Background: an optimization exercise with open tools, aiming at small area, a short achievable clock period and few clock cycles per item. Do not read the settings as production practice.
At most, simulation tests tie the RTL to the original design; equivalence was not proved.
The RTL of run 1 was laid out without a check of its function.

==> flow/design.v (outline; a module is shown in full before it is edited, if it fits) <==
// module bcmd_fa: 10 lines
// module bcmd_xtree: 817 lines
// module bcmd_shtree: 199 lines
// module bcmd_filt: 182 lines
// module bcmd_q1tree: 318 lines
// module bcmd_ttree: 372 lines
// module bcmd_atree: 103 lines
// module bcmd_mixsum: 263 lines
// module bcmd_magtree: 137 lines
// module bcmd_integ: 168 lines
// module bcmd_target: 122 lines
// module balance_car_motor_drive: 329 lines
module balance_car_motor_drive (
  input  wire logic        clk_i,
  input  wire logic        rst_ni,
  input  wire logic        cfg_we_i,
  input  wire logic [2:0]  cfg_idx_i,
  input  wire logic [14:0] cfg_data_i,
  input  wire logic        s_axis_tvalid_i,
  output logic             s_axis_tready_o,
  input  wire logic [95:0] s_axis_tdata_i,
  output logic             m_axis_tvalid_o,
  input  wire logic        m_axis_tready_i,
  output logic [31:0]      m_axis_tdata_o
);
  // ...
==> flow/run.sh <==
#!/bin/bash
# synth_recipe.tcl (not shown) runs the flow's synth.tcl, then flattens the netlist and writes it again
# the make line also repeats each setting of config.mk as NAME=value (left out here)
make -C /OpenROAD-flow-scripts/flow DESIGN_CONFIG=/design/flow/config.mk WORK_HOME=/design/flow/orfs CLKGATE_MAP_FILE= SYNTH_SCRIPT=/design/flow/synth_recipe.tcl finish
==> flow/config.mk <==
export PLATFORM = sky130hd
export DESIGN_NAME = balance_car_motor_drive
export DESIGN_NICKNAME = balance_car_motor_drive
export VERILOG_FILES = /design/flow/design.v
export SDC_FILE = /design/flow/constraint.sdc
export NUM_CORES = 4
export LEC_CHECK = 0
export CAP_MARGIN = 50
export CORE_MARGIN = 2
export CORE_UTILIZATION = 65
export PLACE_DENSITY = 0.75
export SETUP_SLACK_MARGIN = 5
export SLEW_MARGIN = 80
export SYNTH_HIERARCHICAL = 1
export SYNTH_MINIMUM_KEEP_SIZE = 0
==> flow/constraint.sdc <==
create_clock -name core_clock -period 12.0 [get_ports {clk_i}]
set_input_delay 2.4000 -clock core_clock [delete_from_list [all_inputs] [get_ports {clk_i}]]
set_output_delay 2.4000 -clock core_clock [all_outputs]
set_load 0.01 [all_outputs]
==> flow_results.xml, run 1 <==
<?xml version="1.0" encoding="UTF-8"?>
<metrics>
  <group name="die">
    <metric name="core.rowCount" unit="">121</metric>
    <metric name="core_area" unit="mm^2">0.108</metric>
  </group>
  <group name="synthesis">
    <metric name="post_synth_main_area_contributors" unit="">fa_1 (27%), edfxtp_1 (22%), ha_1 (11%), dfrtp_1 (4.1%), nand2_1 (3.5%)</metric>
    <metric name="synth-seq-area-share" unit="%">28.2</metric>
    <metric name="post_synth_xor_xnor_area" unit="%">2.97</metric>
    <metric name="yosysTopAreaCellShare" unit="%">27.2</metric>
    <metric name="synth_top_family_by_area" unit="">adder cells</metric>
    <metric name="complex_gate_fraction_of_the_synthesized_area" unit="%">9.04</metric>
    <metric name="fraction_of_registers_with_async_set_or_reset_after_synthesis" unit="%">21.3</metric>
  </group>
  <group name="status">
    <metric name="status" unit="">finished clean</metric>
  </group>
  <group name="routing">
    <metric name="drt-pass1-iter-count" unit="">6</metric>
  </group>
  <group name="cts">
    <metric name="clk-insertion-delay-late" unit="ns">0.67</metric>
    <metric name="clock_tree.root_cell" unit="">clkbuf_16</metric>
  </group>
  <group name="layout">
    <metric name="post_route_cells_drive_above_1_share" unit="%">16.8</metric>
    <metric name="num_antenna_cells" unit="">0</metric>
    <metric name="number_of_clock_tree_buffers_in_the_layout" unit="">99</metric>
    <metric name="sequential_fraction_of_total_cell_area" unit="%">25.3</metric>
    <metric name="multi_input_comb_cells" unit="">4666</metric>
    <metric name="clk_tree_area_share" unit="%">3.46</metric>
  </group>
  <group name="sta">
    <metric name="finalSetupTns" unit="ns">0</metric>
    <metric name="layout_worst_path_cycle_share" unit="%">45.3</metric>
    <metric name="finalWorstSetupSlack" unit="ns">6.56</metric>
  </group>
  <group name="min_path">
    <metric name="hold_critical_path_endpoint" unit="">s5_bal[13]</metric>
  </group>
  <group name="setup_path">
    <metric name="worst_path_most_repeated_cell" unit="">fa_1</metric>
    <metric name="max_stage_delay" unit="ns">0.64</metric>
    <metric name="worst_reg2reg_path_startpoint" unit="">s3_mpos</metric>
  </group>
  <group name="place">
    <metric name="dpl.hpwl" unit="mm">139</metric>
    <metric name="placed_cell_area" unit="mm^2">0.0761</metric>
  </group>
  <group name="grt">
    <metric name="via_count_of_the_first_global_routing_pass" unit="">51794</metric>
  </group>
</metrics>
==> module bcmd_shtree, before the edit <==
module bcmd_shtree (
  input  wire [15:0] l,
  input  wire [15:0] r,
  output wire [15:0] sh
);
  wire [23:0] s_sum;
  wire s_1, s_2;
  bcmd_fa u_s_1 (.a(l[0]), .b(l[3]), .c(l[4]), .s(s_1), .co(s_2));
  wire s_3, s_4;
  bcmd_fa u_s_3 (.a(l[1]), .b(l[4]), .c(l[5]), .s(s_3), .co(s_4));
  wire s_5 = l[7] ^ r[1];
  wire s_6 = l[7] & r[1];
  wire s_7, s_8;
  bcmd_fa u_s_7 (.a(l[2]), .b(l[5]), .c(l[6]), .s(s_7), .co(s_8));
  wire s_9, s_10;
  bcmd_fa u_s_9 (.a(l[8]), .b(r[2]), .c(r[5]), .s(s_9), .co(s_10));
  wire s_11, s_12;
  bcmd_fa u_s_11 (.a(l[3]), .b(l[6]), .c(l[7]), .s(s_11), .co(s_12));
  wire s_13, s_14;
  bcmd_fa u_s_13 (.a(l[9]), .b(r[3]), .c(r[6]), .s(s_13), .co(s_14));
  wire s_15, s_16;
  bcmd_fa u_s_15 (.a(l[4]), .b(l[7]), .c(l[8]), .s(s_15), .co(s_16));
  wire s_17, s_18;
  bcmd_fa u_s_17 (.a(l[10]), .b(r[4]), .c(r[7]), .s(s_17), .co(s_18));
  wire s_19, s_20;
  bcmd_fa u_s_19 (.a(l[5]), .b(l[8]), .c(l[9]), .s(s_19), .co(s_20));
  wire s_21, s_22;
  bcmd_fa u_s_21 (.a(l[11]), .b(r[5]), .c(r[8]), .s(s_21), .co(s_22));
  wire s_23, s_24;
  bcmd_fa u_s_23 (.a(l[6]), .b(l[9]), .c(l[10]), .s(s_23), .co(s_24));
  wire s_25, s_26;
  bcmd_fa u_s_25 (.a(l[12]), .b(r[6]), .c(r[9]), .s(s_25), .co(s_26));
  wire s_27, s_28;
  bcmd_fa u_s_27 (.a(l[7]), .b(l[10]), .c(l[11]), .s(s_27), .co(s_28));
  wire s_29, s_30;
  bcmd_fa u_s_29 (.a(l[13]), .b(r[7]), .c(r[10]), .s(s_29), .co(s_30));
  wire s_31, s_32;
  bcmd_fa u_s_31 (.a(l[8]), .b(l[11]), .c(l[12]), .s(s_31), .co(s_32));
  wire s_33, s_34;
  bcmd_fa u_s_33 (.a(l[14]), .b(r[8]), .c(r[11]), .s(s_33), .co(s_34));
  wire s_35, s_36;
  bcmd_fa u_s_35 (.a(l[9]), .b(l[12]), .c(l[13]), .s(s_35), .co(s_36));
  wire s_37, s_38;
  bcmd_fa u_s_37 (.a(~l[15]), .b(r[9]), .c(r[12]), .s(s_37), .co(s_38));
  wire s_39, s_40;
  bcmd_fa u_s_39 (.a(l[10]), .b(l[13]), .c(l[14]), .s(s_39), .co(s_40));
  wire s_41 = r[10] ^ r[13];
  wire s_42 = r[10] & r[13];
  wire s_43, s_44;
  bcmd_fa u_s_43 (.a(l[11]), .b(l[14]), .c(~l[15]), .s(s_43), .co(s_44));
  wire s_45 = r[11] ^ r[14];
  wire s_46 = r[11] & r[14];
  wire s_47, s_48;
  bcmd_fa u_s_47 (.a(l[0]), .b(l[1]), .c(l[3]), .s(s_47), .co(s_48));
  wire s_49, s_50;
  bcmd_fa u_s_49 (.a(l[1]), .b(l[2]), .c(l[4]), .s(s_49), .co(s_50));
  wire s_51 = r[1] ^ r[2];
  wire s_52 = r[1] & r[2];
  wire s_53, s_54;
  bcmd_fa u_s_53 (.a(l[2]), .b(l[3]), .c(l[5]), .s(s_53), .co(s_54));
  wire s_55, s_56;
  bcmd_fa u_s_55 (.a(r[2]), .b(r[3]), .c(r[5]), .s(s_55), .co(s_56));
  wire s_57, s_58;
  bcmd_fa u_s_57 (.a(l[6]), .b(r[0]), .c(r[3]), .s(s_57), .co(s_58));
  wire s_59, s_60;
  bcmd_fa u_s_59 (.a(r[4]), .b(r[6]), .c(s_1), .s(s_59), .co(s_60));
  wire s_61, s_62;
  bcmd_fa u_s_61 (.a(r[4]), .b(r[5]), .c(r[7]), .s(s_61), .co(s_62));
  wire s_63, s_64;
  bcmd_fa u_s_63 (.a(s_2), .b(s_3), .c(s_5), .s(s_63), .co(s_64));
  wire s_65, s_66;
  bcmd_fa u_s_65 (.a(r[6]), .b(r[8]), .c(s_4), .s(s_65), .co(s_66));
  wire s_67, s_68;
  bcmd_fa u_s_67 (.a(s_6), .b(s_7), .c(s_9), .s(s_67), .co(s_68));
  wire s_69, s_70;
  bcmd_fa u_s_69 (.a(r[7]), .b(r[9]), .c(s_8), .s(s_69), .co(s_70));
  wire s_71, s_72;
  bcmd_fa u_s_71 (.a(s_10), .b(s_11), .c(s_13), .s(s_71), .co(s_72));
  wire s_73, s_74;
  bcmd_fa u_s_73 (.a(r[8]), .b(r[10]), .c(s_12), .s(s_73), .co(s_74));
  wire s_75, s_76;
  bcmd_fa u_s_75 (.a(s_14), .b(s_15), .c(s_17), .s(s_75), .co(s_76));
  wire s_77, s_78;
  bcmd_fa u_s_77 (.a(r[9]), .b(r[11]), .c(s_16), .s(s_77), .co(s_78));
  wire s_79, s_80;
  bcmd_fa u_s_79 (.a(s_18), .b(s_19), .c(s_21), .s(s_79), .co(s_80));
  wire s_81, s_82;
  bcmd_fa u_s_81 (.a(r[10]), .b(r[12]), .c(s_20), .s(s_81), .co(s_82));
  wire s_83, s_84;
  bcmd_fa u_s_83 (.a(s_22), .b(s_23), .c(s_25), .s(s_83), .co(s_84));
  wire s_85, s_86;
  bcmd_fa u_s_85 (.a(r[11]), .b(r[13]), .c(s_24), .s(s_85), .co(s_86));
  wire s_87, s_88;
  bcmd_fa u_s_87 (.a(s_26), .b(s_27), .c(s_29), .s(s_87), .co(s_88));
  wire s_89, s_90;
  bcmd_fa u_s_89 (.a(r[12]), .b(r[14]), .c(s_28), .s(s_89), .co(s_90));
  wire s_91, s_92;
  bcmd_fa u_s_91 (.a(s_30), .b(s_31), .c(s_33), .s(s_91), .co(s_92));
  wire s_93, s_94;
  bcmd_fa u_s_93 (.a(r[13]), .b(~r[15]), .c(s_32), .s(s_93), .co(s_94));
  wire s_95, s_96;
  bcmd_fa u_s_95 (.a(s_34), .b(s_35), .c(s_37), .s(s_95), .co(s_96));
  wire s_97 = r[14] ^ 1'b1 ^ s_36;
  wire s_98 = (r[14] & 1'b1) | (r[14] & s_36) | (1'b1 & s_36);
  wire s_99, s_100;
  bcmd_fa u_s_99 (.a(s_38), .b(s_39), .c(s_41), .s(s_99), .co(s_100));
  wire s_101 = ~r[15] ^ 1'b1 ^ s_40;
  wire s_102 = (~r[15] & 1'b1) | (~r[15] & s_40) | (1'b1 & s_40);
  wire s_103, s_104;
  bcmd_fa u_s_103 (.a(s_42), .b(s_43), .c(s_45), .s(s_103), .co(s_104));
  wire s_105, s_106;
  bcmd_fa u_s_105 (.a(l[12]), .b(~l[15]), .c(r[12]), .s(s_105), .co(s_106));
  wire s_107, s_108;
  bcmd_fa u_s_107 (.a(~r[15]), .b(s_44), .c(s_46), .s(s_107), .co(s_108));
  wire s_109 = l[0] ^ l[2];
  wire s_110 = l[0] & l[2];
  wire s_111, s_112;
  bcmd_fa u_s_111 (.a(r[0]), .b(r[1]), .c(r[3]), .s(s_111), .co(s_112));
  wire s_113, s_114;
  bcmd_fa u_s_113 (.a(r[4]), .b(s_48), .c(s_49), .s(s_113), .co(s_114));
  wire s_115, s_116;
  bcmd_fa u_s_115 (.a(s_50), .b(s_52), .c(s_53), .s(s_115), .co(s_116));
  wire s_117, s_118;
  bcmd_fa u_s_117 (.a(s_54), .b(s_56), .c(s_57), .s(s_117), .co(s_118));
  wire s_119, s_120;
  bcmd_fa u_s_119 (.a(s_58), .b(s_60), .c(s_61), .s(s_119), .co(s_120));
  wire s_121, s_122;
  bcmd_fa u_s_121 (.a(s_62), .b(s_64), .c(s_65), .s(s_121), .co(s_122));
  wire s_123, s_124;
  bcmd_fa u_s_123 (.a(s_66), .b(s_68), .c(s_69), .s(s_123), .co(s_124));
  wire s_125, s_126;
  bcmd_fa u_s_125 (.a(s_70), .b(s_72), .c(s_73), .s(s_125), .co(s_126));
  wire s_127, s_128;
  bcmd_fa u_s_127 (.a(s_74), .b(s_76), .c(s_77), .s(s_127), .co(s_128));
  wire s_129, s_130;
  bcmd_fa u_s_129 (.a(s_78), .b(s_80), .c(s_81), .s(s_129), .co(s_130));
  wire s_131, s_132;
  bcmd_fa u_s_131 (.a(s_82), .b(s_84), .c(s_85), .s(s_131), .co(s_132));
  wire s_133, s_134;
  bcmd_fa u_s_133 (.a(s_86), .b(s_88), .c(s_89), .s(s_133), .co(s_134));
  wire s_135, s_136;
  bcmd_fa u_s_135 (.a(s_90), .b(s_92), .c(s_93), .s(s_135), .co(s_136));
  wire s_137, s_138;
  bcmd_fa u_s_137 (.a(s_94), .b(s_96), .c(s_97), .s(s_137), .co(s_138));
  wire s_139, s_140;
  bcmd_fa u_s_139 (.a(s_98), .b(s_100), .c(s_101), .s(s_139), .co(s_140));
  wire s_141, s_142;
  bcmd_fa u_s_141 (.a(s_102), .b(s_104), .c(s_105), .s(s_141), .co(s_142));
  wire s_143, s_144;
  bcmd_fa u_s_143 (.a(l[13]), .b(r[13]), .c(s_106), .s(s_143), .co(s_144));
  wire s_145 = l[14] ^ r[14];
  wire s_146 = l[14] & r[14];
  wire s_147 = ~l[15] ^ ~r[15];
  wire s_148 = ~l[15] & ~r[15];
  wire s_149 = r[0] ^ r[2];
  wire s_150 = r[0] & r[2];
  wire s_151, s_152;
  bcmd_fa u_s_151 (.a(s_47), .b(s_110), .c(s_111), .s(s_151), .co(s_152));
  wire s_153, s_154;
  bcmd_fa u_s_153 (.a(s_51), .b(s_112), .c(s_113), .s(s_153), .co(s_154));
  wire s_155, s_156;
  bcmd_fa u_s_155 (.a(s_55), .b(s_114), .c(s_115), .s(s_155), .co(s_156));
  wire s_157, s_158;
  bcmd_fa u_s_157 (.a(s_59), .b(s_116), .c(s_117), .s(s_157), .co(s_158));
  wire s_159, s_160;
  bcmd_fa u_s_159 (.a(s_63), .b(s_118), .c(s_119), .s(s_159), .co(s_160));
  wire s_161, s_162;
  bcmd_fa u_s_161 (.a(s_67), .b(s_120), .c(s_121), .s(s_161), .co(s_162));
  wire s_163, s_164;
  bcmd_fa u_s_163 (.a(s_71), .b(s_122), .c(s_123), .s(s_163), .co(s_164));
  wire s_165, s_166;
  bcmd_fa u_s_165 (.a(s_75), .b(s_124), .c(s_125), .s(s_165), .co(s_166));
  wire s_167, s_168;
  bcmd_fa u_s_167 (.a(s_79), .b(s_126), .c(s_127), .s(s_167), .co(s_168));
  wire s_169, s_170;
  bcmd_fa u_s_169 (.a(s_83), .b(s_128), .c(s_129), .s(s_169), .co(s_170));
  wire s_171, s_172;
  bcmd_fa u_s_171 (.a(s_87), .b(s_130), .c(s_131), .s(s_171), .co(s_172));
  wire s_173, s_174;
  bcmd_fa u_s_173 (.a(s_91), .b(s_132), .c(s_133), .s(s_173), .co(s_174));
  wire s_175, s_176;
  bcmd_fa u_s_175 (.a(s_95), .b(s_134), .c(s_135), .s(s_175), .co(s_176));
  wire s_177, s_178;
  bcmd_fa u_s_177 (.a(s_99), .b(s_136), .c(s_137), .s(s_177), .co(s_178));
  wire s_179, s_180;
  bcmd_fa u_s_179 (.a(s_103), .b(s_138), .c(s_139), .s(s_179), .co(s_180));
  wire s_181, s_182;
  bcmd_fa u_s_181 (.a(s_107), .b(s_140), .c(s_141), .s(s_181), .co(s_182));
  wire s_183, s_184;
  bcmd_fa u_s_183 (.a(s_108), .b(s_142), .c(s_143), .s(s_183), .co(s_184));
  wire s_185 = 1'b1 ^ s_144 ^ s_145;
  wire s_186 = (1'b1 & s_144) | (1'b1 & s_145) | (s_144 & s_145);
  wire s_187 = 1'b1 ^ s_146 ^ s_147;
  wire s_188 = (1'b1 & s_146) | (1'b1 & s_147) | (s_146 & s_147);
  wire [23:0] s_ra = {1'b1, s_148, s_186, s_184, s_182, s_180, s_178, s_176, s_174, s_172, s_170, s_168, s_166, s_164, s_162, s_160, s_158, s_156, s_154, s_152, s_150, s_109, l[1], l[0]};
  wire [23:0] s_rb = {1'b0, s_188, s_187, s_185, s_183, s_181, s_179, s_177, s_175, s_173, s_171, s_169, s_167, s_165, s_163, s_161, s_159, s_157, s_155, s_153, s_151, s_149, r[1], r[0]};
  assign s_sum = 24'(s_ra + s_rb);
  assign sh = s_sum[23:8];
endmodule
==> module bcmd_integ, before the edit <==
module bcmd_integ (
  input  wire [15:0] ig,
  input  wire z,
  input  wire [17:0] t,
  input  wire c2,
  input  wire mneg,
  input  wire mpos,
  input  wire [7:0] spd,
  input  wire [14:0] lim,
  output wire [15:0] integ
);
  wire i_1 = (ig[0] & ~z) ^ t[0];
  wire i_2 = (ig[0] & ~z) & t[0];
  wire i_3 = c2 ^ ((mneg & spd[0]) | (mpos & ~spd[0]));
  wire i_4 = c2 & ((mneg & spd[0]) | (mpos & ~spd[0]));
  wire i_5, i_6;
  bcmd_fa u_i_5 (.a((ig[1] & ~z)), .b(t[1]), .c(((mneg & spd[1]) | (mpos & ~spd[1]))), .s(i_5), .co(i_6));
  wire i_7 = (ig[2] & ~z) ^ t[2];
  wire i_8 = (ig[2] & ~z) & t[2];
  wire i_9 = (ig[3] & ~z) ^ t[3];
  wire i_10 = (ig[3] & ~z) & t[3];
  wire i_11 = (ig[4] & ~z) ^ t[4];
  wire i_12 = (ig[4] & ~z) & t[4];
  wire i_13 = (ig[5] & ~z) ^ t[5];
  wire i_14 = (ig[5] & ~z) & t[5];
  wire i_15 = (ig[6] & ~z) ^ t[6];
  wire i_16 = (ig[6] & ~z) & t[6];
  wire i_17 = (ig[7] & ~z) ^ t[7];
  wire i_18 = (ig[7] & ~z) & t[7];
  wire i_19, i_20;
  bcmd_fa u_i_19 (.a((ig[8] & ~z)), .b(t[8]), .c(~mpos), .s(i_19), .co(i_20));
  wire i_21 = (ig[9] & ~z) ^ t[9];
  wire i_22 = (ig[9] & ~z) & t[9];
  wire i_23 = (ig[10] & ~z) ^ t[10];
  wire i_24 = (ig[10] & ~z) & t[10];
  wire i_25 = (ig[11] & ~z) ^ t[11];
  wire i_26 = (ig[11] & ~z) & t[11];
  wire i_27 = (ig[12] & ~z) ^ t[12];
  wire i_28 = (ig[12] & ~z) & t[12];
  wire i_29 = (ig[13] & ~z) ^ t[13];
  wire i_30 = (ig[13] & ~z) & t[13];
  wire i_31 = (ig[14] & ~z) ^ t[14];
  wire i_32 = (ig[14] & ~z) & t[14];
  wire i_33 = mpos ^ i_1;
  wire i_34 = mpos & i_1;
  wire i_35, i_36;
  bcmd_fa u_i_35 (.a(i_2), .b(i_4), .c(i_5), .s(i_35), .co(i_36));
  wire i_37, i_38;
  bcmd_fa u_i_37 (.a(((mneg & spd[2]) | (mpos & ~spd[2]))), .b(i_6), .c(i_7), .s(i_37), .co(i_38));
  wire i_39, i_40;
  bcmd_fa u_i_39 (.a(((mneg & spd[3]) | (mpos & ~spd[3]))), .b(i_8), .c(i_9), .s(i_39), .co(i_40));
  wire i_41, i_42;
  bcmd_fa u_i_41 (.a(((mneg & spd[4]) | (mpos & ~spd[4]))), .b(i_10), .c(i_11), .s(i_41), .co(i_42));
  wire i_43, i_44;
  bcmd_fa u_i_43 (.a(((mneg & spd[5]) | (mpos & ~spd[5]))), .b(i_12), .c(i_13), .s(i_43), .co(i_44));
  wire i_45, i_46;
  bcmd_fa u_i_45 (.a(((mneg & spd[6]) | (mpos & ~spd[6]))), .b(i_14), .c(i_15), .s(i_45), .co(i_46));
  wire i_47, i_48;
  bcmd_fa u_i_47 (.a(((mneg & spd[7]) | (mpos & ~spd[7]))), .b(i_16), .c(i_17), .s(i_47), .co(i_48));
  wire i_49 = 1'b1 ^ i_18 ^ i_19;
  wire i_50 = (1'b1 & i_18) | (1'b1 & i_19) | (i_18 & i_19);
  wire i_51 = 1'b1 ^ i_20 ^ i_21;
  wire i_52 = (1'b1 & i_20) | (1'b1 & i_21) | (i_20 & i_21);
  wire i_53 = 1'b1 ^ i_22 ^ i_23;
  wire i_54 = (1'b1 & i_22) | (1'b1 & i_23) | (i_22 & i_23);
  wire i_55 = 1'b1 ^ i_24 ^ i_25;
  wire i_56 = (1'b1 & i_24) | (1'b1 & i_25) | (i_24 & i_25);
  wire i_57 = 1'b1 ^ i_26 ^ i_27;
  wire i_58 = (1'b1 & i_26) | (1'b1 & i_27) | (i_26 & i_27);
  wire i_59 = 1'b1 ^ i_28 ^ i_29;
  wire i_60 = (1'b1 & i_28) | (1'b1 & i_29) | (i_28 & i_29);
  wire i_61 = 1'b1 ^ i_30 ^ i_31;
  wire i_62 = (1'b1 & i_30) | (1'b1 & i_31) | (i_30 & i_31);
  wire i_63, i_64;
  bcmd_fa u_i_63 (.a(~(ig[15] & ~z)), .b(t[15]), .c(i_32), .s(i_63), .co(i_64));
  wire i_65 = t[16] ^ 1'b1;
  wire i_66 = t[16] & 1'b1;
  wire [19:0] v = {1'b1, 1'b1, ~t[17], i_64, i_62, i_60, i_58, i_56, i_54, i_52, i_50, i_48, i_46, i_44, i_42, i_40, i_38, i_36, i_34, i_3} + {1'b0, 1'b0, i_66, i_65, i_63, i_61, i_59, i_57, i_55, i_53, i_51, i_49, i_47, i_45, i_43, i_41, i_39, i_37, i_35, i_33};
  wire [19:0] hsum;
  wire h_1 = i_3 ^ i_33;
  wire h_2 = i_3 & i_33;
  wire h_3, h_4;
  bcmd_fa u_h_3 (.a(i_34), .b(i_35), .c(~lim[1]), .s(h_3), .co(h_4));
  wire h_5, h_6;
  bcmd_fa u_h_5 (.a(i_36), .b(i_37), .c(~lim[2]), .s(h_5), .co(h_6));
  wire h_7, h_8;
  bcmd_fa u_h_7 (.a(i_38), .b(i_39), .c(~lim[3]), .s(h_7), .co(h_8));
  wire h_9, h_10;
  bcmd_fa u_h_9 (.a(i_40), .b(i_41), .c(~lim[4]), .s(h_9), .co(h_10));
  wire h_11, h_12;
  bcmd_fa u_h_11 (.a(i_42), .b(i_43), .c(~lim[5]), .s(h_11), .co(h_12));
  wire h_13, h_14;
  bcmd_fa u_h_13 (.a(i_44), .b(i_45), .c(~lim[6]), .s(h_13), .co(h_14));
  wire h_15, h_16;
  bcmd_fa u_h_15 (.a(i_46), .b(i_47), .c(~lim[7]), .s(h_15), .co(h_16));
  wire h_17, h_18;
  bcmd_fa u_h_17 (.a(i_48), .b(i_49), .c(~lim[8]), .s(h_17), .co(h_18));
  wire h_19, h_20;
  bcmd_fa u_h_19 (.a(i_50), .b(i_51), .c(~lim[9]), .s(h_19), .co(h_20));
  wire h_21, h_22;
  bcmd_fa u_h_21 (.a(i_52), .b(i_53), .c(~lim[10]), .s(h_21), .co(h_22));
  wire h_23, h_24;
  bcmd_fa u_h_23 (.a(i_54), .b(i_55), .c(~lim[11]), .s(h_23), .co(h_24));
  wire h_25, h_26;
  bcmd_fa u_h_25 (.a(i_56), .b(i_57), .c(~lim[12]), .s(h_25), .co(h_26));
  wire h_27, h_28;
  bcmd_fa u_h_27 (.a(i_58), .b(i_59), .c(~lim[13]), .s(h_27), .co(h_28));
  wire h_29, h_30;
  bcmd_fa u_h_29 (.a(i_60), .b(i_61), .c(~lim[14]), .s(h_29), .co(h_30));
  wire h_31 = i_62 ^ i_63 ^ 1'b1;
  wire h_32 = (i_62 & i_63) | (i_62 & 1'b1) | (i_63 & 1'b1);
  wire h_33 = i_64 ^ i_65 ^ 1'b1;
  wire h_34 = (i_64 & i_65) | (i_64 & 1'b1) | (i_65 & 1'b1);
  wire h_35 = ~t[17] ^ i_66 ^ 1'b1;
  wire h_36 = (~t[17] & i_66) | (~t[17] & 1'b1) | (i_66 & 1'b1);
  wire h_37 = 1'b1 ^ 1'b0 ^ 1'b1;
  wire h_38 = (1'b1 & 1'b0) | (1'b1 & 1'b1) | (1'b0 & 1'b1);
  wire h_39 = 1'b1 ^ 1'b0 ^ 1'b1;
  wire h_40 = (1'b1 & 1'b0) | (1'b1 & 1'b1) | (1'b0 & 1'b1);
  wire [19:0] h_ra = {h_38, h_36, h_34, h_32, h_30, h_28, h_26, h_24, h_22, h_20, h_18, h_16, h_14, h_12, h_10, h_8, h_6, h_4, h_2, ~lim[0]};
  wire [19:0] h_rb = {h_39, h_37, h_35, h_33, h_31, h_29, h_27, h_25, h_23, h_21, h_19, h_17, h_15, h_13, h_11, h_9, h_7, h_5, h_3, h_1};
  assign hsum = 20'(h_ra + h_rb);
  wire [19:0] osum;
  wire o_1 = i_3 ^ i_33;
  wire o_2 = i_3 & i_33;
  wire o_3, o_4;
  bcmd_fa u_o_3 (.a(i_34), .b(i_35), .c(lim[1]), .s(o_3), .co(o_4));
  wire o_5, o_6;
  bcmd_fa u_o_5 (.a(i_36), .b(i_37), .c(lim[2]), .s(o_5), .co(o_6));
  wire o_7, o_8;
  bcmd_fa u_o_7 (.a(i_38), .b(i_39), .c(lim[3]), .s(o_7), .co(o_8));
  wire o_9, o_10;
  bcmd_fa u_o_9 (.a(i_40), .b(i_41), .c(lim[4]), .s(o_9), .co(o_10));
  wire o_11, o_12;
  bcmd_fa u_o_11 (.a(i_42), .b(i_43), .c(lim[5]), .s(o_11), .co(o_12));
  wire o_13, o_14;
  bcmd_fa u_o_13 (.a(i_44), .b(i_45), .c(lim[6]), .s(o_13), .co(o_14));
  wire o_15, o_16;
  bcmd_fa u_o_15 (.a(i_46), .b(i_47), .c(lim[7]), .s(o_15), .co(o_16));
  wire o_17, o_18;
  bcmd_fa u_o_17 (.a(i_48), .b(i_49), .c(lim[8]), .s(o_17), .co(o_18));
  wire o_19, o_20;
  bcmd_fa u_o_19 (.a(i_50), .b(i_51), .c(lim[9]), .s(o_19), .co(o_20));
  wire o_21, o_22;
  bcmd_fa u_o_21 (.a(i_52), .b(i_53), .c(lim[10]), .s(o_21), .co(o_22));
  wire o_23, o_24;
  bcmd_fa u_o_23 (.a(i_54), .b(i_55), .c(lim[11]), .s(o_23), .co(o_24));
  wire o_25, o_26;
  bcmd_fa u_o_25 (.a(i_56), .b(i_57), .c(lim[12]), .s(o_25), .co(o_26));
  wire o_27, o_28;
  bcmd_fa u_o_27 (.a(i_58), .b(i_59), .c(lim[13]), .s(o_27), .co(o_28));
  wire o_29, o_30;
  bcmd_fa u_o_29 (.a(i_60), .b(i_61), .c(lim[14]), .s(o_29), .co(o_30));
  wire o_31 = i_62 ^ i_63;
  wire o_32 = i_62 & i_63;
  wire o_33 = i_64 ^ i_65;
  wire o_34 = i_64 & i_65;
  wire o_35 = ~t[17] ^ i_66;
  wire o_36 = ~t[17] & i_66;
  wire o_37 = 1'b1 ^ 1'b0;
  wire o_38 = 1'b1 & 1'b0;
  wire o_39 = 1'b1 ^ 1'b0;
  wire o_40 = 1'b1 & 1'b0;
  wire [19:0] o_ra = {o_38, o_36, o_34, o_32, o_30, o_28, o_26, o_24, o_22, o_20, o_18, o_16, o_14, o_12, o_10, o_8, o_6, o_4, o_2, lim[0]};
  wire [19:0] o_rb = {o_39, o_37, o_35, o_33, o_31, o_29, o_27, o_25, o_23, o_21, o_19, o_17, o_15, o_13, o_11, o_9, o_7, o_5, o_3, o_1};
  assign osum = 20'(o_ra + o_rb);
  assign integ = !hsum[19] ? {1'b0, lim} : osum[19] ? -{1'b0, lim} : v[15:0];
endmodule
==> inputs of run 2 (changes only) <==
--- a/flow/design.v
+++ b/flow/design.v
@@ -1097,4 +1097,3 @@
 module bcmd_shtree (
-  input  wire [15:0] l,
-  input  wire [15:0] r,
+  input  wire [16:0] sm,
   output wire [15:0] sh
@@ -1102,192 +1101,72 @@
   wire [23:0] s_sum;
-  wire s_1, s_2;
-  bcmd_fa u_s_1 (.a(l[0]), .b(l[3]), .c(l[4]), .s(s_1), .co(s_2));
-  wire s_3, s_4;
-  bcmd_fa u_s_3 (.a(l[1]), .b(l[4]), .c(l[5]), .s(s_3), .co(s_4));
-  wire s_5 = l[7] ^ r[1];
-  wire s_6 = l[7] & r[1];
+  wire s_1 = sm[10] ^ sm[13];
+  wire s_2 = sm[10] & sm[13];
+  wire s_3 = sm[11] ^ sm[14];
+  wire s_4 = sm[11] & sm[14];
+  wire s_5 = sm[0] ^ sm[3];
+  wire s_6 = sm[0] & sm[3];
   wire s_7, s_8;
-  bcmd_fa u_s_7 (.a(l[2]), .b(l[5]), .c(l[6]), .s(s_7), .co(s_8));
+  bcmd_fa u_s_7 (.a(sm[1]), .b(sm[4]), .c(sm[5]), .s(s_7), .co(s_8));
   wire s_9, s_10;
-  bcmd_fa u_s_9 (.a(l[8]), .b(r[2]), .c(r[5]), .s(s_9), .co(s_10));
+  bcmd_fa u_s_9 (.a(sm[2]), .b(sm[5]), .c(sm[6]), .s(s_9), .co(s_10));
   wire s_11, s_12;
-  bcmd_fa u_s_11 (.a(l[3]), .b(l[6]), .c(l[7]), .s(s_11), .co(s_12));
+  bcmd_fa u_s_11 (.a(sm[3]), .b(sm[6]), .c(sm[7]), .s(s_11), .co(s_12));
   wire s_13, s_14;
-  bcmd_fa u_s_13 (.a(l[9]), .b(r[3]), .c(r[6]), .s(s_13), .co(s_14));
+  bcmd_fa u_s_13 (.a(sm[4]), .b(sm[7]), .c(sm[8]), .s(s_13), .co(s_14));
   wire s_15, s_16;
-  bcmd_fa u_s_15 (.a(l[4]), .b(l[7]), .c(l[8]), .s(s_15), .co(s_16));
+  bcmd_fa u_s_15 (.a(sm[5]), .b(sm[8]), .c(sm[9]), .s(s_15), .co(s_16));
   wire s_17, s_18;
-  bcmd_fa u_s_17 (.a(l[10]), .b(r[4]), .c(r[7]), .s(s_17), .co(s_18));
+  bcmd_fa u_s_17 (.a(sm[6]), .b(sm[9]), .c(sm[10]), .s(s_17), .co(s_18));
   wire s_19, s_20;
-  bcmd_fa u_s_19 (.a(l[5]), .b(l[8]), .c(l[9]), .s(s_19), .co(s_20));
+  bcmd_fa u_s_19 (.a(sm[7]), .b(sm[10]), .c(sm[11]), .s(s_19), .co(s_20));
   wire s_21, s_22;
-  bcmd_fa u_s_21 (.a(l[11]), .b(r[5]), .c(r[8]), .s(s_21), .co(s_22));
+  bcmd_fa u_s_21 (.a(sm[8]), .b(sm[11]), .c(sm[12]), .s(s_21), .co(s_22));
   wire s_23, s_24;
-  bcmd_fa u_s_23 (.a(l[6]), .b(l[9]), .c(l[10]), .s(s_23), .co(s_24));
-  wire s_25, s_26;
-  bcmd_fa u_s_25 (.a(l[12]), .b(r[6]), .c(r[9]), .s(s_25), .co(s_26));
-  wire s_27, s_28;
-  bcmd_fa u_s_27 (.a(l[7]), .b(l[10]), .c(l[11]), .s(s_27), .co(s_28));
+  bcmd_fa u_s_23 (.a(sm[9]), .b(sm[12]), .c(sm[13]), .s(s_23), .co(s_24));
+  wire s_25 = sm[14] ^ ~sm[16] ^ 1'b1;
+  wire s_26 = (sm[14] & ~sm[16]) | (sm[14] & 1'b1) | (~sm[16] & 1'b1);
+  wire s_27 = sm[15] ^ 1'b1 ^ s_2;
+  wire s_28 = (sm[15] & 1'b1) | (sm[15] & s_2) | (1'b1 & s_2);
   wire s_29, s_30;
-  bcmd_fa u_s_29 (.a(l[13]), .b(r[7]), .c(r[10]), .s(s_29), .co(s_30));
-  wire s_31, s_32;
-  bcmd_fa u_s_31 (.a(l[8]), .b(l[11]), .c(l[12]), .s(s_31), .co(s_32));
+  bcmd_fa u_s_29 (.a(sm[12]), .b(sm[15]), .c(~sm[16]), .s(s_29), .co(s_30));
+  wire s_31 = sm[0] ^ sm[1];
+  wire s_32 = sm[0] & sm[1];
   wire s_33, s_34;
-  bcmd_fa u_s_33 (.a(l[14]), .b(r[8]), .c(r[11]), .s(s_33), .co(s_34));
+  bcmd_fa u_s_33 (.a(sm[1]), .b(sm[2]), .c(sm[4]), .s(s_33), .co(s_34));
   wire s_35, s_36;
-  bcmd_fa u_s_35 (.a(l[9]), .b(l[12]), .c(l[13]), .s(s_35), .co(s_36));
+  bcmd_fa u_s_35 (.a(sm[2]), .b(sm[3]), .c(sm[5]), .s(s_35), .co(s_36));
   wire s_37, s_38;
-  bcmd_fa u_s_37 (.a(~l[15]), .b(r[9]), .c(r[12]), .s(s_37), .co(s_38));
+  bcmd_fa u_s_37 (.a(sm[4]), .b(sm[6]), .c(s_5), .s(s_37), .co(s_38));
   wire s_39, s_40;
-  bcmd_fa u_s_39 (.a(l[10]), .b(l[13]), .c(l[14]), .s(s_39), .co(s_40));
-  wire s_41 = r[10] ^ r[13];
-  wire s_42 = r[10] & r[13];
+  bcmd_fa u_s_39 (.a(sm[7]), .b(s_6), .c(s_7), .s(s_39), .co(s_40));
+  wire s_41, s_42;
+  bcmd_fa u_s_41 (.a(sm[8]), .b(s_8), .c(s_9), .s(s_41), .co(s_42));
   wire s_43, s_44;
-  bcmd_fa u_s_43 (.a(l[11]), .b(l[14]), .c(~l[15]), .s(s_43), .co(s_44));
-  wire s_45 = r[11] ^ r[14];
-  wire s_46 = r[11] & r[14];
+  bcmd_fa u_s_43 (.a(sm[9]), .b(s_10), .c(s_11), .s(s_43), .co(s_44));
+  wire s_45, s_46;
+  bcmd_fa u_s_45 (.a(sm[10]), .b(s_12), .c(s_13), .s(s_45), .co(s_46));
   wire s_47, s_48;
-  bcmd_fa u_s_47 (.a(l[0]), .b(l[1]), .c(l[3]), .s(s_47), .co(s_48));
+  bcmd_fa u_s_47 (.a(sm[11]), .b(s_14), .c(s_15), .s(s_47), .co(s_48));
   wire s_49, s_50;
-  bcmd_fa u_s_49 (.a(l[1]), .b(l[2]), .c(l[4]), .s(s_49), .co(s_50));
-  wire s_51 = r[1] ^ r[2];
-  wire s_52 = r[1] & r[2];
+  bcmd_fa u_s_49 (.a(sm[12]), .b(s_16), .c(s_17), .s(s_49), .co(s_50));
+  wire s_51, s_52;
+  bcmd_fa u_s_51 (.a(sm[13]), .b(s_18), .c(s_19), .s(s_51), .co(s_52));
   wire s_53, s_54;
-  bcmd_fa u_s_53 (.a(l[2]), .b(l[3]), .c(l[5]), .s(s_53), .co(s_54));
+  bcmd_fa u_s_53 (.a(sm[14]), .b(s_20), .c(s_21), .s(s_53), .co(s_54));
   wire s_55, s_56;
-  bcmd_fa u_s_55 (.a(r[2]), .b(r[3]), .c(r[5]), .s(s_55), .co(s_56));
+  bcmd_fa u_s_55 (.a(sm[15]), .b(s_22), .c(s_23), .s(s_55), .co(s_56));
   wire s_57, s_58;
-  bcmd_fa u_s_57 (.a(l[6]), .b(r[0]), .c(r[3]), .s(s_57), .co(s_58));
+  bcmd_fa u_s_57 (.a(s_1), .b(s_24), .c(s_25), .s(s_57), .co(s_58));
   wire s_59, s_60;
-  bcmd_fa u_s_59 (.a(r[4]), .b(r[6]), .c(s_1), .s(s_59), .co(s_60));
+  bcmd_fa u_s_59 (.a(s_3), .b(s_26), .c(s_27), .s(s_59), .co(s_60));
   wire s_61, s_62;
-  bcmd_fa u_s_61 (.a(r[4]), .b(r[5]), .c(r[7]), .s(s_61), .co(s_62));
+  bcmd_fa u_s_61 (.a(s_4), .b(s_28), .c(s_29), .s(s_61), .co(s_62));
   wire s_63, s_64;
-  bcmd_fa u_s_63 (.a(s_2), .b(s_3), .c(s_5), .s(s_63), .co(s_64));
-  wire s_65, s_66;
-  bcmd_fa u_s_65 (.a(r[6]), .b(r[8]), .c(s_4), .s(s_65), .co(s_66));
-  wire s_67, s_68;
-  bcmd_fa u_s_67 (.a(s_6), .b(s_7), .c(s_9), .s(s_67), .co(s_68));
-  wire s_69, s_70;
-  bcmd_fa u_s_69 (.a(r[7]), .b(r[9]), .c(s_8), .s(s_69), .co(s_70));
-  wire s_71, s_72;
-  bcmd_fa u_s_71 (.a(s_10), .b(s_11), .c(s_13), .s(s_71), .co(s_72));
-  wire s_73, s_74;
-  bcmd_fa u_s_73 (.a(r[8]), .b(r[10]), .c(s_12), .s(s_73), .co(s_74));
-  wire s_75, s_76;
-  bcmd_fa u_s_75 (.a(s_14), .b(s_15), .c(s_17), .s(s_75), .co(s_76));
-  wire s_77, s_78;
-  bcmd_fa u_s_77 (.a(r[9]), .b(r[11]), .c(s_16), .s(s_77), .co(s_78));
-  wire s_79, s_80;
-  bcmd_fa u_s_79 (.a(s_18), .b(s_19), .c(s_21), .s(s_79), .co(s_80));
-  wire s_81, s_82;
-  bcmd_fa u_s_81 (.a(r[10]), .b(r[12]), .c(s_20), .s(s_81), .co(s_82));
-  wire s_83, s_84;
-  bcmd_fa u_s_83 (.a(s_22), .b(s_23), .c(s_25), .s(s_83), .co(s_84));
-  wire s_85, s_86;
-  bcmd_fa u_s_85 (.a(r[11]), .b(r[13]), .c(s_24), .s(s_85), .co(s_86));
-  wire s_87, s_88;
-  bcmd_fa u_s_87 (.a(s_26), .b(s_27), .c(s_29), .s(s_87), .co(s_88));
-  wire s_89, s_90;
-  bcmd_fa u_s_89 (.a(r[12]), .b(r[14]), .c(s_28), .s(s_89), .co(s_90));
-  wire s_91, s_92;
-  bcmd_fa u_s_91 (.a(s_30), .b(s_31), .c(s_33), .s(s_91), .co(s_92));
-  wire s_93, s_94;
-  bcmd_fa u_s_93 (.a(r[13]), .b(~r[15]), .c(s_32), .s(s_93), .co(s_94));
-  wire s_95, s_96;
-  bcmd_fa u_s_95 (.a(s_34), .b(s_35), .c(s_37), .s(s_95), .co(s_96));
-  wire s_97 = r[14] ^ 1'b1 ^ s_36;
-  wire s_98 = (r[14] & 1'b1) | (r[14] & s_36) | (1'b1 & s_36);
-  wire s_99, s_100;
-  bcmd_fa u_s_99 (.a(s_38), .b(s_39), .c(s_41), .s(s_99), .co(s_100));
-  wire s_101 = ~r[15] ^ 1'b1 ^ s_40;
-  wire s_102 = (~r[15] & 1'b1) | (~r[15] & s_40) | (1'b1 & s_40);
-  wire s_103, s_104;
-  bcmd_fa u_s_103 (.a(s_42), .b(s_43), .c(s_45), .s(s_103), .co(s_104));
-  wire s_105, s_106;
-  bcmd_fa u_s_105 (.a(l[12]), .b(~l[15]), .c(r[12]), .s(s_105), .co(s_106));
-  wire s_107, s_108;
-  bcmd_fa u_s_107 (.a(~r[15]), .b(s_44), .c(s_46), .s(s_107), .co(s_108));
-  wire s_109 = l[0] ^ l[2];
-  wire s_110 = l[0] & l[2];
-  wire s_111, s_112;
-  bcmd_fa u_s_111 (.a(r[0]), .b(r[1]), .c(r[3]), .s(s_111), .co(s_112));
-  wire s_113, s_114;
-  bcmd_fa u_s_113 (.a(r[4]), .b(s_48), .c(s_49), .s(s_113), .co(s_114));
-  wire s_115, s_116;
-  bcmd_fa u_s_115 (.a(s_50), .b(s_52), .c(s_53), .s(s_115), .co(s_116));
-  wire s_117, s_118;
-  bcmd_fa u_s_117 (.a(s_54), .b(s_56), .c(s_57), .s(s_117), .co(s_118));
-  wire s_119, s_120;
-  bcmd_fa u_s_119 (.a(s_58), .b(s_60), .c(s_61), .s(s_119), .co(s_120));
-  wire s_121, s_122;
-  bcmd_fa u_s_121 (.a(s_62), .b(s_64), .c(s_65), .s(s_121), .co(s_122));
-  wire s_123, s_124;
-  bcmd_fa u_s_123 (.a(s_66), .b(s_68), .c(s_69), .s(s_123), .co(s_124));
-  wire s_125, s_126;
-  bcmd_fa u_s_125 (.a(s_70), .b(s_72), .c(s_73), .s(s_125), .co(s_126));
-  wire s_127, s_128;
-  bcmd_fa u_s_127 (.a(s_74), .b(s_76), .c(s_77), .s(s_127), .co(s_128));
-  wire s_129, s_130;
-  bcmd_fa u_s_129 (.a(s_78), .b(s_80), .c(s_81), .s(s_129), .co(s_130));
-  wire s_131, s_132;
-  bcmd_fa u_s_131 (.a(s_82), .b(s_84), .c(s_85), .s(s_131), .co(s_132));
-  wire s_133, s_134;
-  bcmd_fa u_s_133 (.a(s_86), .b(s_88), .c(s_89), .s(s_133), .co(s_134));
-  wire s_135, s_136;
-  bcmd_fa u_s_135 (.a(s_90), .b(s_92), .c(s_93), .s(s_135), .co(s_136));
-  wire s_137, s_138;
-  bcmd_fa u_s_137 (.a(s_94), .b(s_96), .c(s_97), .s(s_137), .co(s_138));
-  wire s_139, s_140;
-  bcmd_fa u_s_139 (.a(s_98), .b(s_100), .c(s_101), .s(s_139), .co(s_140));
-  wire s_141, s_142;
-  bcmd_fa u_s_141 (.a(s_102), .b(s_104), .c(s_105), .s(s_141), .co(s_142));
-  wire s_143, s_144;
-  bcmd_fa u_s_143 (.a(l[13]), .b(r[13]), .c(s_106), .s(s_143), .co(s_144));
-  wire s_145 = l[14] ^ r[14];
-  wire s_146 = l[14] & r[14];
-  wire s_147 = ~l[15] ^ ~r[15];
-  wire s_148 = ~l[15] & ~r[15];
-  wire s_149 = r[0] ^ r[2];
-  wire s_150 = r[0] & r[2];
-  wire s_151, s_152;
-  bcmd_fa u_s_151 (.a(s_47), .b(s_110), .c(s_111), .s(s_151), .co(s_152));
-  wire s_153, s_154;
-  bcmd_fa u_s_153 (.a(s_51), .b(s_112), .c(s_113), .s(s_153), .co(s_154));
-  wire s_155, s_156;
-  bcmd_fa u_s_155 (.a(s_55), .b(s_114), .c(s_115), .s(s_155), .co(s_156));
-  wire s_157, s_158;
-  bcmd_fa u_s_157 (.a(s_59), .b(s_116), .c(s_117), .s(s_157), .co(s_158));
-  wire s_159, s_160;
-  bcmd_fa u_s_159 (.a(s_63), .b(s_118), .c(s_119), .s(s_159), .co(s_160));
-  wire s_161, s_162;
-  bcmd_fa u_s_161 (.a(s_67), .b(s_120), .c(s_121), .s(s_161), .co(s_162));
-  wire s_163, s_164;
-  bcmd_fa u_s_163 (.a(s_71), .b(s_122), .c(s_123), .s(s_163), .co(s_164));
-  wire s_165, s_166;
-  bcmd_fa u_s_165 (.a(s_75), .b(s_124), .c(s_125), .s(s_165), .co(s_166));
-  wire s_167, s_168;
-  bcmd_fa u_s_167 (.a(s_79), .b(s_126), .c(s_127), .s(s_167), .co(s_168));
-  wire s_169, s_170;
-  bcmd_fa u_s_169 (.a(s_83), .b(s_128), .c(s_129), .s(s_169), .co(s_170));
-  wire s_171, s_172;
-  bcmd_fa u_s_171 (.a(s_87), .b(s_130), .c(s_131), .s(s_171), .co(s_172));
-  wire s_173, s_174;
-  bcmd_fa u_s_173 (.a(s_91), .b(s_132), .c(s_133), .s(s_173), .co(s_174));
-  wire s_175, s_176;
-  bcmd_fa u_s_175 (.a(s_95), .b(s_134), .c(s_135), .s(s_175), .co(s_176));
-  wire s_177, s_178;
-  bcmd_fa u_s_177 (.a(s_99), .b(s_136), .c(s_137), .s(s_177), .co(s_178));
-  wire s_179, s_180;
-  bcmd_fa u_s_179 (.a(s_103), .b(s_138), .c(s_139), .s(s_179), .co(s_180));
-  wire s_181, s_182;
-  bcmd_fa u_s_181 (.a(s_107), .b(s_140), .c(s_141), .s(s_181), .co(s_182));
-  wire s_183, s_184;
-  bcmd_fa u_s_183 (.a(s_108), .b(s_142), .c(s_143), .s(s_183), .co(s_184));
-  wire s_185 = 1'b1 ^ s_144 ^ s_145;
-  wire s_186 = (1'b1 & s_144) | (1'b1 & s_145) | (s_144 & s_145);
-  wire s_187 = 1'b1 ^ s_146 ^ s_147;
-  wire s_188 = (1'b1 & s_146) | (1'b1 & s_147) | (s_146 & s_147);
-  wire [23:0] s_ra = {1'b1, s_148, s_186, s_184, s_182, s_180, s_178, s_176, s_174, s_172, s_170, s_168, s_166, s_164, s_162, s_160, s_158, s_156, s_154, s_152, s_150, s_109, l[1], l[0]};
-  wire [23:0] s_rb = {1'b0, s_188, s_187, s_185, s_183, s_181, s_179, s_177, s_175, s_173, s_171, s_169, s_167, s_165, s_163, s_161, s_159, s_157, s_155, s_153, s_151, s_149, r[1], r[0]};
+  bcmd_fa u_s_63 (.a(sm[13]), .b(~sm[16]), .c(s_30), .s(s_63), .co(s_64));
+  wire s_65 = sm[14] ^ 1'b1;
+  wire s_66 = sm[14] & 1'b1;
+  wire s_67 = sm[15] ^ 1'b1;
+  wire s_68 = sm[15] & 1'b1;
+  wire [23:0] s_ra = {1'b1, ~sm[16], s_66, s_64, s_62, s_60, s_58, s_56, s_54, s_52, s_50, s_48, s_46, s_44, s_42, s_40, s_38, s_36, s_34, s_32, sm[3], sm[0], sm[1], sm[0]};
+  wire [23:0] s_rb = {1'b0, s_68, s_67, s_65, s_63, s_61, s_59, s_57, s_55, s_53, s_51, s_49, s_47, s_45, s_43, s_41, s_39, s_37, s_35, s_33, s_31, sm[2], 1'b0, 1'b0};
   assign s_sum = 24'(s_ra + s_rb);
@@ -2672,3 +2551,2 @@
   input  wire [15:0] ig,
-  input  wire z,
   input  wire [17:0] t,
@@ -2681,4 +2559,4 @@
 );
-  wire i_1 = (ig[0] & ~z) ^ t[0];
-  wire i_2 = (ig[0] & ~z) & t[0];
+  wire i_1 = ig[0] ^ t[0];
+  wire i_2 = ig[0] & t[0];
   wire i_3 = c2 ^ ((mneg & spd[0]) | (mpos & ~spd[0]));
@@ -2686,29 +2564,29 @@
   wire i_5, i_6;
-  bcmd_fa u_i_5 (.a((ig[1] & ~z)), .b(t[1]), .c(((mneg & spd[1]) | (mpos & ~spd[1]))), .s(i_5), .co(i_6));
-  wire i_7 = (ig[2] & ~z) ^ t[2];
-  wire i_8 = (ig[2] & ~z) & t[2];
-  wire i_9 = (ig[3] & ~z) ^ t[3];
-  wire i_10 = (ig[3] & ~z) & t[3];
-  wire i_11 = (ig[4] & ~z) ^ t[4];
-  wire i_12 = (ig[4] & ~z) & t[4];
-  wire i_13 = (ig[5] & ~z) ^ t[5];
-  wire i_14 = (ig[5] & ~z) & t[5];
-  wire i_15 = (ig[6] & ~z) ^ t[6];
-  wire i_16 = (ig[6] & ~z) & t[6];
-  wire i_17 = (ig[7] & ~z) ^ t[7];
-  wire i_18 = (ig[7] & ~z) & t[7];
+  bcmd_fa u_i_5 (.a(ig[1]), .b(t[1]), .c(((mneg & spd[1]) | (mpos & ~spd[1]))), .s(i_5), .co(i_6));
+  wire i_7 = ig[2] ^ t[2];
+  wire i_8 = ig[2] & t[2];
+  wire i_9 = ig[3] ^ t[3];
+  wire i_10 = ig[3] & t[3];
+  wire i_11 = ig[4] ^ t[4];
+  wire i_12 = ig[4] & t[4];
+  wire i_13 = ig[5] ^ t[5];
+  wire i_14 = ig[5] & t[5];
+  wire i_15 = ig[6] ^ t[6];
+  wire i_16 = ig[6] & t[6];
+  wire i_17 = ig[7] ^ t[7];
+  wire i_18 = ig[7] & t[7];
   wire i_19, i_20;
-  bcmd_fa u_i_19 (.a((ig[8] & ~z)), .b(t[8]), .c(~mpos), .s(i_19), .co(i_20));
-  wire i_21 = (ig[9] & ~z) ^ t[9];
-  wire i_22 = (ig[9] & ~z) & t[9];
-  wire i_23 = (ig[10] & ~z) ^ t[10];
-  wire i_24 = (ig[10] & ~z) & t[10];
-  wire i_25 = (ig[11] & ~z) ^ t[11];
-  wire i_26 = (ig[11] & ~z) & t[11];
-  wire i_27 = (ig[12] & ~z) ^ t[12];
-  wire i_28 = (ig[12] & ~z) & t[12];
-  wire i_29 = (ig[13] & ~z) ^ t[13];
-  wire i_30 = (ig[13] & ~z) & t[13];
-  wire i_31 = (ig[14] & ~z) ^ t[14];
-  wire i_32 = (ig[14] & ~z) & t[14];
+  bcmd_fa u_i_19 (.a(ig[8]), .b(t[8]), .c(~mpos), .s(i_19), .co(i_20));
+  wire i_21 = ig[9] ^ t[9];
+  wire i_22 = ig[9] & t[9];
+  wire i_23 = ig[10] ^ t[10];
+  wire i_24 = ig[10] & t[10];
+  wire i_25 = ig[11] ^ t[11];
+  wire i_26 = ig[11] & t[11];
+  wire i_27 = ig[12] ^ t[12];
+  wire i_28 = ig[12] & t[12];
+  wire i_29 = ig[13] ^ t[13];
+  wire i_30 = ig[13] & t[13];
+  wire i_31 = ig[14] ^ t[14];
+  wire i_32 = ig[14] & t[14];
   wire i_33 = mpos ^ i_1;
@@ -2744,3 +2622,3 @@
   wire i_63, i_64;
-  bcmd_fa u_i_63 (.a(~(ig[15] & ~z)), .b(t[15]), .c(i_32), .s(i_63), .co(i_64));
+  bcmd_fa u_i_63 (.a(~ig[15]), .b(t[15]), .c(i_32), .s(i_63), .co(i_64));
   wire i_65 = t[16] ^ 1'b1;
@@ -3034,3 +2912,4 @@
   logic [18:0] s1_rate;
-  logic [15:0] s1_yaw, s1_lcnt, s1_rcnt;
+  logic [15:0] s1_yaw;
+  logic [16:0] s1_sum;
   logic        s1_mneg, s1_mpos, s1_turn, s1_tl, s1_gate, s1_stop;
@@ -3041,4 +2920,4 @@
       s1_yaw   <= (dec_fwd || dec_back) ? s_axis_tdata_i[51:36] : 16'd0;
-      s1_lcnt  <= s_axis_tdata_i[67:52];
-      s1_rcnt  <= s_axis_tdata_i[83:68];
+      s1_sum   <= {s_axis_tdata_i[67], s_axis_tdata_i[67:52]}
+                  + {s_axis_tdata_i[83], s_axis_tdata_i[83:68]};
       s1_mneg  <= dec_fwd && !dec_back;
@@ -3053,7 +2932,5 @@
   logic [15:0] st1_sh;
-  logic [16:0] st1_sum;
   bcmd_xtree u_xtree (.a(s1_angle), .r(s1_rate), .kp(bkp_q), .kd(bkd_q),
                       .xan(st1_xa), .xbn(st1_xb));
-  bcmd_shtree u_shtree (.l(s1_lcnt), .r(s1_rcnt), .sh(st1_sh));
-  assign st1_sum = {s1_lcnt[15], s1_lcnt} + {s1_rcnt[15], s1_rcnt};
+  bcmd_shtree u_shtree (.sm(s1_sum), .sh(st1_sh));
   logic [35:0] s2_xa, s2_xb;
@@ -3069,4 +2946,4 @@
       s2_sh    <= st1_sh;
-      s2_slnz  <= st1_sum[7:0] != 8'd0;
-      s2_stepl <= bcmd_pkg::step_of(st1_sum);
+      s2_slnz  <= s1_sum[7:0] != 8'd0;
+      s2_stepl <= bcmd_pkg::step_of(s1_sum);
       s2_yaw   <= s1_yaw;
@@ -3112,2 +2989,4 @@
   logic        s3_bc;
+  logic [17:0] s3_ft;
+  logic        s3_fc;
   logic [15:0] s3_yaw;
@@ -3117,2 +2996,4 @@
       s3_bal  <= st2_x[35:16];
+      s3_ft   <= st2_tn;
+      s3_fc   <= st2_tn[17] && s2_slnz;
       s3_bc   <= st2_x[35] && (st2_x[15:0] != 16'd0);
@@ -3126,5 +3007,4 @@
   logic [15:0] integ_q;
-  logic        zint_q;
   logic [15:0] st3_integ;
-  bcmd_integ u_integ (.ig(integ_q), .z(zint_q), .t(filt_t_q), .c2(filt_c_q), .mneg(s3_mneg),
+  bcmd_integ u_integ (.ig(integ_q), .t(s3_ft), .c2(s3_fc), .mneg(s3_mneg),
                       .mpos(s3_mpos), .spd(drv_spd_q), .lim(int_lim_q), .integ(st3_integ));
@@ -3133,6 +3013,4 @@
       integ_q <= '0;
-      zint_q  <= 1'b0;
     end else if (adv && v3_q) begin
-      integ_q <= st3_integ;
-      zint_q  <= s3_stop;
+      integ_q <= s3_stop ? 16'd0 : st3_integ;
     end
@@ -3140,3 +3018,3 @@
   logic [28:0] st3_qa, st3_qb;
-  bcmd_q1tree u_q1 (.t(filt_t_q), .c2(filt_c_q), .k(vkp_q), .qa(st3_qa), .qb(st3_qb));
+  bcmd_q1tree u_q1 (.t(s3_ft), .c2(s3_fc), .k(vkp_q), .qa(st3_qa), .qb(st3_qb));
   logic        st3_s, st3_cz;
@@ -3147,2 +3025,3 @@
   logic [28:0] s4_qa, s4_qb;
+  logic [15:0] s4_ig;
   logic [15:0] s4_xs;
@@ -3154,2 +3033,3 @@
       s4_qa   <= st3_qa;
+      s4_ig   <= st3_integ;
       s4_qb   <= st3_qb;
@@ -3164,3 +3044,3 @@
   logic [10:0] st4_mag;
-  bcmd_ttree u_ttree (.qa(s4_qa), .qb(s4_qb), .ig(integ_q), .k(vki_q), .ta(st4_ta), .tb(st4_tb),
+  bcmd_ttree u_ttree (.qa(s4_qa), .qb(s4_qb), .ig(s4_ig), .k(vki_q), .ta(st4_ta), .tb(st4_tb),
                       .c8(st4_c8), .nz(st4_nz));
--- a/flow/config.mk
+++ b/flow/config.mk
@@ -7,8 +7,8 @@
 export LEC_CHECK = 0
-export CAP_MARGIN = 50
+export CAP_MARGIN = 20
 export CORE_MARGIN = 2
-export CORE_UTILIZATION = 65
-export PLACE_DENSITY = 0.75
+export CORE_UTILIZATION = 75
+export PLACE_DENSITY = 0.85
 export SETUP_SLACK_MARGIN = 5
-export SLEW_MARGIN = 80
+export SLEW_MARGIN = 20
 export SYNTH_HIERARCHICAL = 1
==> flow_results.xml, run 2 <==
<?xml version="1.0" encoding="UTF-8"?>
<metrics>
  <group name="cts">
    <metric name="cts_made_buffers" unit="">80</metric>
    <metric name="post_cts_resized" unit="">0</metric>
    <metric name="cts_post_setup_buffers_inserted" unit="">0</metric>
    <metric name="clock_tree.root_cell" unit="">clkbuf_16</metric>
    <metric name="ctsHoldBuffers" unit="">0</metric>
    <metric name="clk-insertion-delay-late" unit="ns">0.70</metric>
    <metric name="tritoncts" unit="">yes</metric>
    <metric name="clock_sink_count" unit="">718</metric>
    <metric name="clk_transition_reported_paths" unit="ns">0.06</metric>
    <metric name="h-tree-depth" unit="">3</metric>
    <metric name="cts.path.max_buffers" unit="">3</metric>
  </group>
  <group name="layout">
    <metric name="multiInputGateArea" unit="mm^2">0.0447</metric>
    <metric name="nets" unit="">7729</metric>
    <metric name="syn_to_final_growth" unit="%">4.82</metric>
    <metric name="leading_registers_by_flop_count" unit="">s2_xa (36), s2_xb (36)</metric>
    <metric name="final.fill_count" unit="">5560</metric>
    <metric name="highest_count_cells_in_the_layout_ignoring_fill_and_taps" unit="">fa_1 (906), nand2_1 (669), ha_1 (623)</metric>
    <metric name="final_common_cell" unit="">fa_1</metric>
    <metric name="post_route_cells_drive_above_1_share" unit="%">7.07</metric>
    <metric name="finish.cell_count_without_fillers" unit="">7404</metric>
    <metric name="seq_area" unit="mm^2">0.0206</metric>
  </group>
  <group name="synthesis">
    <metric name="postSynthAreaPerCell" unit="um^2">11.3</metric>
    <metric name="synthMostInstantiatedCell" unit="">fa_1</metric>
    <metric name="synthesis.yosys.warnings" unit="">7</metric>
    <metric name="complex_gate_fraction_of_the_synthesized_area" unit="%">9.14</metric>
    <metric name="synth_top_area_cell" unit="">fa_1</metric>
    <metric name="synth_seq_cells" unit="">718</metric>
    <metric name="synth_fa_ha_area_share" unit="%">37.1</metric>
    <metric name="synth_edf_count" unit="">542</metric>
    <metric name="dominantRegCellSynth" unit="">edfxtp_1</metric>
    <metric name="synthesis.instances" unit="">6213</metric>
    <metric name="synth_commonest_cells" unit="">fa_1 (906), nand2_1 (670), ha_1 (623), edfxtp_1 (542), inv_1 (539)</metric>
    <metric name="yosysUniqueCellTypes" unit="">124</metric>
    <metric name="synth_top_family_by_area" unit="">adder cells</metric>
    <metric name="fraction_of_registers_with_async_set_or_reset_after_synthesis" unit="%">20.6</metric>
    <metric name="synth-seq-area-share" unit="%">29.4</metric>
    <metric name="post_synth_xor_xnor_area" unit="%">2.98</metric>
    <metric name="post_synth_mux_area_share" unit="%">2.50</metric>
    <metric name="synthSimpleGateAreaFrac" unit="%">12.1</metric>
    <metric name="syn_area" unit="mm^2">0.0699</metric>
    <metric name="yosysTopAreaCellShare" unit="%">25.9</metric>
    <metric name="post_synth_main_area_contributors" unit="">fa_1 (26%), edfxtp_1 (23%), ha_1 (11%), dfrtp_1 (4.2%), nand2_1 (3.6%)</metric>
  </group>
  <group name="grt">
    <metric name="grt_pass1_wl" unit="mm">267</metric>
    <metric name="grt.total_usage" unit="%">36.1</metric>
    <metric name="grt.overflow.total" unit="">0</metric>
    <metric name="number_of_antenna_violations_at_the_first_check_in_global_routing" unit="">8</metric>
    <metric name="via_count_of_the_first_global_routing_pass" unit="">49651</metric>
    <metric name="grt_start_max_net_pins" unit="">193</metric>
  </group>
  <group name="sta">
    <metric name="finalSetupTns" unit="ns">0</metric>
    <metric name="max_slew_margin" unit="%">25.7</metric>
    <metric name="report.final.setup_viol" unit="">0</metric>
    <metric name="fmax" unit="MHz">191</metric>
    <metric name="maxSlewViolCount" unit="">0</metric>
    <metric name="fin_worst_skew" unit="ns">0.0375</metric>
    <metric name="layout_worst_path_cycle_share" unit="%">43.6</metric>
    <metric name="tightest_slew" unit="ns">1.11</metric>
    <metric name="rsz0062_at_grt" unit="">no</metric>
    <metric name="final.min_clock_period" unit="ns">5.23</metric>
    <metric name="final_hold_viol_count" unit="">0</metric>
  </group>
  <group name="min_path">
    <metric name="hold_path_start" unit="">s1_gate</metric>
    <metric name="hold_critical_path_endpoint" unit="">s2_gate</metric>
    <metric name="min_delay_path_depth" unit="">0</metric>
    <metric name="kind_of_path_behind_the_tightest_hold_check" unit="">flop to flop</metric>
  </group>
  <group name="die">
    <metric name="start_util" unit="%">75.3</metric>
    <metric name="design.die.area" unit="mm^2">0.0957</metric>
    <metric name="core.rowCount" unit="">112</metric>
    <metric name="die-width" unit="um">309</metric>
    <metric name="fp.dieH" unit="um">309</metric>
    <metric name="core_area" unit="mm^2">0.0929</metric>
    <metric name="num_io_pins" unit="">153</metric>
  </group>
  <group name="routing">
    <metric name="routed_wirelength" unit="mm">169</metric>
    <metric name="drc_errors" unit="">0</metric>
    <metric name="drt-pass1-iter-count" unit="">6</metric>
    <metric name="wl_per_cell" unit="um">22.9</metric>
    <metric name="num_vias" unit="">47572</metric>
    <metric name="violation_count_after_the_first_detailed_route_iteration" unit="">4626</metric>
    <metric name="final_antenna_net_count" unit="">0</metric>
    <metric name="post_drt_via_cell_ratio" unit="">6.43</metric>
  </group>
  <group name="place">
    <metric name="place.detailed.instances" unit="">7253</metric>
    <metric name="dpl.hpwl" unit="mm">126</metric>
    <metric name="gp_routability_congestion" unit="">0.974</metric>
    <metric name="io_buffer_count" unit="">144</metric>
  </group>
  <group name="job">
    <metric name="maxcap_viol_count" unit="">0</metric>
  </group>
  <group name="setup_path">
    <metric name="reg2reg_setup_slack" unit="ns">6.77</metric>
    <metric name="cp.required" unit="ns">12.42</metric>
    <metric name="setup.worst_path.end_class" unit="">flop</metric>
    <metric name="startpoint_type" unit="">flop</metric>
    <metric name="worst_reg2reg_path_startpoint" unit="">s6_vc</metric>
    <metric name="timing.reg2reg.worst_path_depth" unit="">15</metric>
    <metric name="critical_register_to_register_path_endpoint" unit="">odata_q[4]</metric>
    <metric name="largest_fanout_of_any_net_on_the_critical_path" unit="">24</metric>
    <metric name="critical_path_arrival" unit="ns">5.65</metric>
    <metric name="critical_path_class" unit="">flop to flop</metric>
  </group>
  <group name="status">
    <metric name="status" unit="">finished clean</metric>
  </group>
</metrics>
==> run 2: cell count changes in the layout (fill, tap and decap cells not counted), moves of 29 or more <==
cell	before	now
buf_2	113	0
dfrtp_1	38	116
clkdlybuf4s18_2	59	0
o21ai_0	134	191
fa_1	960	906
buf_1	51	0
dfrtp_4	40	0
dfrtp_2	39	0
a21oi_1	227	264
buf_6	30	1
xnor2_1	94	123
==> run 2: cell type report <==
cell class / count / area share, %
inverter: 542 / 2.78
tap: 1254 / 2.14
sequential: 718 / 28.1
clock inverter: 51 / 0.751
antenna: 1 / 0.00341
multi-input combinational: 4568 / 61.0
clock buffer: 99 / 3.02
timing repair buffer: 171 / 2.26
==> run 2: per-layer routing <==
metal | vias to the layer above | part of all wire, % | global-route usage, % | wire length, um
met5 | - | 0.055 | 0 | 93
met4 | 14 | 5.3 | 16.9 | 9040
met3 | 598 | 9.0 | 8.09 | 15200
met2 | 2514 | 48 | 59.4 | 80800
met1 | 23688 | 38 | 46.0 | 64100
li1 | 20758 | - | - | -
==> run 2: worst max path at each step <==
stage / from / end / slack [ns] / depth (start not counted)
2_1_floorplan: svalid_q / odata_q[19] / 3.50 / 6
3_3_place_gp: s_axis_tdata_i[52] / s1_sum[16] / 6.29 / 13
3_5_place_dp: s_axis_tdata_i[52] / s1_sum[16] / 6.19 / 13
4_1_cts: s6_vc / odata_q[4] / 6.86 / 15
5_1_grt: s6_vc / odata_q[4] / 6.53 / 15
6_report: s6_vc / odata_q[4] / 6.77 / 15
==> run 2: Yosys stat by module (local to each module, per instance), excerpt <==
module                   times used  flops+latches  area (um^2)  cells
bcmd_mixsum                       1              0         3510    456
bcmd_ttree                        1              0         2340    350
bcmd_atree                        1              0         1710    223
bcmd_integ                        1              0         2620    372
bcmd_shtree                       1              0         1040    133
balance_car_motor_drive           1            718        30500   2188
bcmd_target                       1              0         2140    283
bcmd_xtree                        1              0         3470    664
bcmd_magtree                      1              0         1440    187
bcmd_q1tree                       1              0         1930    277
bcmd_fa                         887              0         20.0      1
==> run 2: worst max-delay path: stages (launching register included) <==
cell and delay [ns]:
edfxtp_1 0.54, ha_1 0.28, ha_1 0.26, nand4_1 0.15, nor2_1 0.08, xnor2_1 0.32
inv_1 0.18, ha_1 0.35, or3_1 0.40, a2111oi_0 0.38, o31ai_1 0.16, a221oi_1 0.34
o31a_2 0.47, or2_1 0.48, nor2_1 0.08, o31ai_1 0.48
==> run 2: kinds of logic after synthesis <==
logic type / Yosys count
simple gates: 1692
fa+ha+maj: 1529
other cells: 5
mux: 155
flops: 718
buf+inv: 933
compound gates: 955
xor+xnor: 226
==> run 2: per-stage QoR <==
step | hold slack [ns] | cell area (um^2) | setup WS [ns] | util (%)
CTS | 0.407 | 73300 | 6.86 | 78.9
global route | 0.424 | 73300 | 6.53 | 78.9
detailed placement | 0.405 | 70500 | 6.19 | 75.9
floorplan | 0.400 | 70000 | 3.50 | -
global placement | 0.401 | 70500 | 6.29 | 75.9
finish | 0.398 | 73300 | 6.77 | 78.9
Testbench counts of run 2, summed over its fixed seeds: cycles 3,264, items 3,200.

[separate check: timing with driven ports]
In the flow no input, the clock included, has a driving cell. The finished layouts below were timed again as built, in two steps. Step 1, drivers: a clkbuf_16 drives clk_i and a buf_2 each remaining input, both assumed. Step 2, shift: input delay + t, output delay - t, t = (earliest + latest rising clock arrival at the registers) / 2. This alone moves slack from input paths to output paths. a / b / c = no drivers / after step 1 / after step 2; a / b = the first two.
run | t, ns | setup WS [ns] | hold WS [ns] | worst setup path after step 2 | worst data-port slew with drivers (ns)
run 1 | 0.730 | 6.562 / 6.562 / 6.562 | 0.400 / 0.400 / 0.400 | register to register | 0.09
run 2 | 0.754 | 6.772 / 6.772 / 6.155 | 0.398 / 0.398 / 0.398 | input to register | 0.12
After both steps setup and hold are still met in every run listed. The setup slack of run 2, which loses most, moves by 0.000 ns with the drivers and by -0.617 ns with both steps.
